This is an optimization exercise on Yosys and OpenROAD, whose aim is small area, a short achievable clock period and few clock cycles per item, not a production implementation.
At most, simulation tests tie the RTL to the original design; equivalence was not proved.

Setup of wip/violet:
==> module result_store, before the edit <==
module result_store (
    input  logic                           clk,
    input  logic                           copy,
    input  logic [MAT_N*MAT_N*C_W-1:0]   c_live,
    input  logic [ADDR_W-1:0]              rd_addr,
    output mat_cfg_pkg::acc_t              rd_data
);
    logic [MAT_N*MAT_N*C_W-1:0] res;
    always_ff @(posedge clk) begin
        if (copy) res <= c_live;
    end
    assign rd_data = ACC_W'($signed(res[rd_addr*C_W +: C_W]));
endmodule
export LEC_CHECK = 0
export CAP_MARGIN = 20
export CORE_MARGIN = 2
export CORE_UTILIZATION = 55
export PLACE_DENSITY = 0.7
export SETUP_SLACK_MARGIN = 3.5
export SLEW_MARGIN = 20
create_clock -name core_clock -period 8.5 [get_ports {clk}]
run.sh (not shown) runs the stock make flow with config.mk's settings and CLKGATE_MAP_FILE= SYNTH_SCRIPT=/design/flow/synth_recipe.tcl, a recipe that flattens the netlist after the stock synthesis.
Testbench counts of wip/violet, summed over its fixed seeds: cycles 12,816, items 480.
Changes in wip/umber relative to wip/violet:
==> flow/design.v, changed modules only <==
module result_store (
    input  logic                           clk,
    input  logic                           copy,
    input  logic [MAT_N*MAT_N*C_W-1:0]   c_live,
    input  logic [ADDR_W-1:0]              rd_addr,
    output mat_cfg_pkg::acc_t              rd_data
);
    logic [MAT_N*MAT_N*C_W-1:0] res;
    always_ff @(posedge clk) begin
        if (copy) res <= c_live;
    end
    logic [MAT_N*MAT_N-1:0] rd_sel;
    logic [C_W-1:0]         rd_val;
    always_comb begin
        for (int e = 0; e < MAT_N*MAT_N; e++) begin
            rd_sel[e] = (rd_addr == ADDR_W'(e));
        end
        rd_val = '0;
        for (int e = 0; e < MAT_N*MAT_N; e++) begin
            rd_val = rd_val | ({C_W{rd_sel[e]}} & res[e*C_W +: C_W]);
        end
    end
    assign rd_data = ACC_W'($signed(rd_val));
endmodule
==> comparison <==
Fraction of area in multi-input gates: wip/umber vs wip/violet — no meaningful difference
Lower inverter count of the layout excluding clock inverters was reported by wip/umber, not wip/violet.
Delta (wip/umber minus wip/violet): combined area of all synthesized cells decreased 240 um2, first-pass detailed-route iteration total about even, flip-flop and latch share of the layout cell area decreased 0.66 points.
Taking wip/violet as 1.0, wip/umber lands at 1.06 on count of nets after finishing.
Between wip/umber and wip/violet, final hold slack is lower for wip/violet, wip/umber comes in above that.
Taking wip/violet as the reference, in wip/umber post-detailed-placement cell area roughly the same; worst slew slack as a fraction of its limit now sits lower.
Function not checked in wip/umber: the RTL went through the layout flow alone.

========
## main
mat_engine_top again, from the RTL that the note above started with.
make LEC_CHECK=0 CAP_MARGIN=20 CORE_MARGIN=2 CORE_UTILIZATION=55 PLACE_DENSITY=0.7 SETUP_SLACK_MARGIN=4.0 SLEW_MARGIN=20 finish   # period 8.5 ns
Testbench counts of main, summed over its fixed seeds: cycles 12,816, items 480.
The following lists how the feature branch was set up differently from main:
--- a/flow/design.v
+++ b/flow/design.v
@@ -358,13 +358,24 @@
     output mat_cfg_pkg::acc_t              rd_data
 );
     logic [MAT_N*MAT_N*C_W-1:0] res;
     always_ff @(posedge clk) begin
         if (copy) res <= c_live;
     end
-    assign rd_data = ACC_W'($signed(res[rd_addr*C_W +: C_W]));
+    logic [MAT_N*MAT_N-1:0] rd_sel;
+    logic [C_W-1:0]         rd_val;
+    always_comb begin
+        for (int e = 0; e < MAT_N*MAT_N; e++) begin
+            rd_sel[e] = (rd_addr == ADDR_W'(e));
+        end
+        rd_val = '0;
+        for (int e = 0; e < MAT_N*MAT_N; e++) begin
+            rd_val = rd_val | ({C_W{rd_sel[e]}} & res[e*C_W +: C_W]);
+        end
+    end
+    assign rd_data = ACC_W'($signed(rd_val));
 endmodule
 `timescale 1ns/1ps
 import mat_cfg_pkg::*;
 module mat_engine_top (
     input  logic                           clk,
     input  logic                           rst_n,
Results
The feature branch did not stop at any stage, and its layout met the timing, design-rule and antenna checks.
Synthesized cell count: the feature branch > main
Summary of the feature branch over main: total of cells resized after clock tree synthesis now sits higher; design area climbed 340 sq um; utilization of the core after routing increased by 0.61 points relative to the old numbers; number of rows created at floorplan held steady.
Compared with main, detailed placement HPWL in the feature branch increased by more than 10%.
The final reports for the feature branch and main show worst hold slack lower in the former.
For non-clock buffer count, dividing the value from the feature branch by the value from main gives 1.3.
The feature branch ends up with a via count that is 1,471 higher than in main.
On multi-input gate share of the layout cell area, main tracks the feature branch almost exactly.
Function not checked in the feature branch: the RTL went through the layout flow alone.

==> separate check: timing with driven ports <==
How much do the figures lean on ideal ports? The routed layouts below were timed once more, with nothing changed but the port constraints. Step 1 sets driving cells, clkbuf_16 on the clock port and buf_2 on the other inputs (assumed; they add their load-dependent delay and slew). Step 2 also shifts input and output timing later by t, the mid clock arrival at the registers, as if the neighbouring blocks saw the same clock. a / b / c = ideal ports / drivers / drivers and shift; a / b = the first two.
run	t (ns)	setup WS [ns]	worst setup path at the end	worst slew at a driven data input, ns
wip/violet	0.714	3.491 / 3.145 / 3.145	input to output	0.38
wip/umber	0.722	3.373 / 3.283 / 3.283	input to output	0.09
main	0.725	3.465 / 3.088 / 3.088	input to output	0.43
the feature branch	0.732	3.485 / 3.398 / 3.398	input to output	0.10
After both steps every run listed still meets setup and hold. The setup slack of main, which loses most, moves by -0.377 ns with the drivers and by -0.377 ns with both steps.
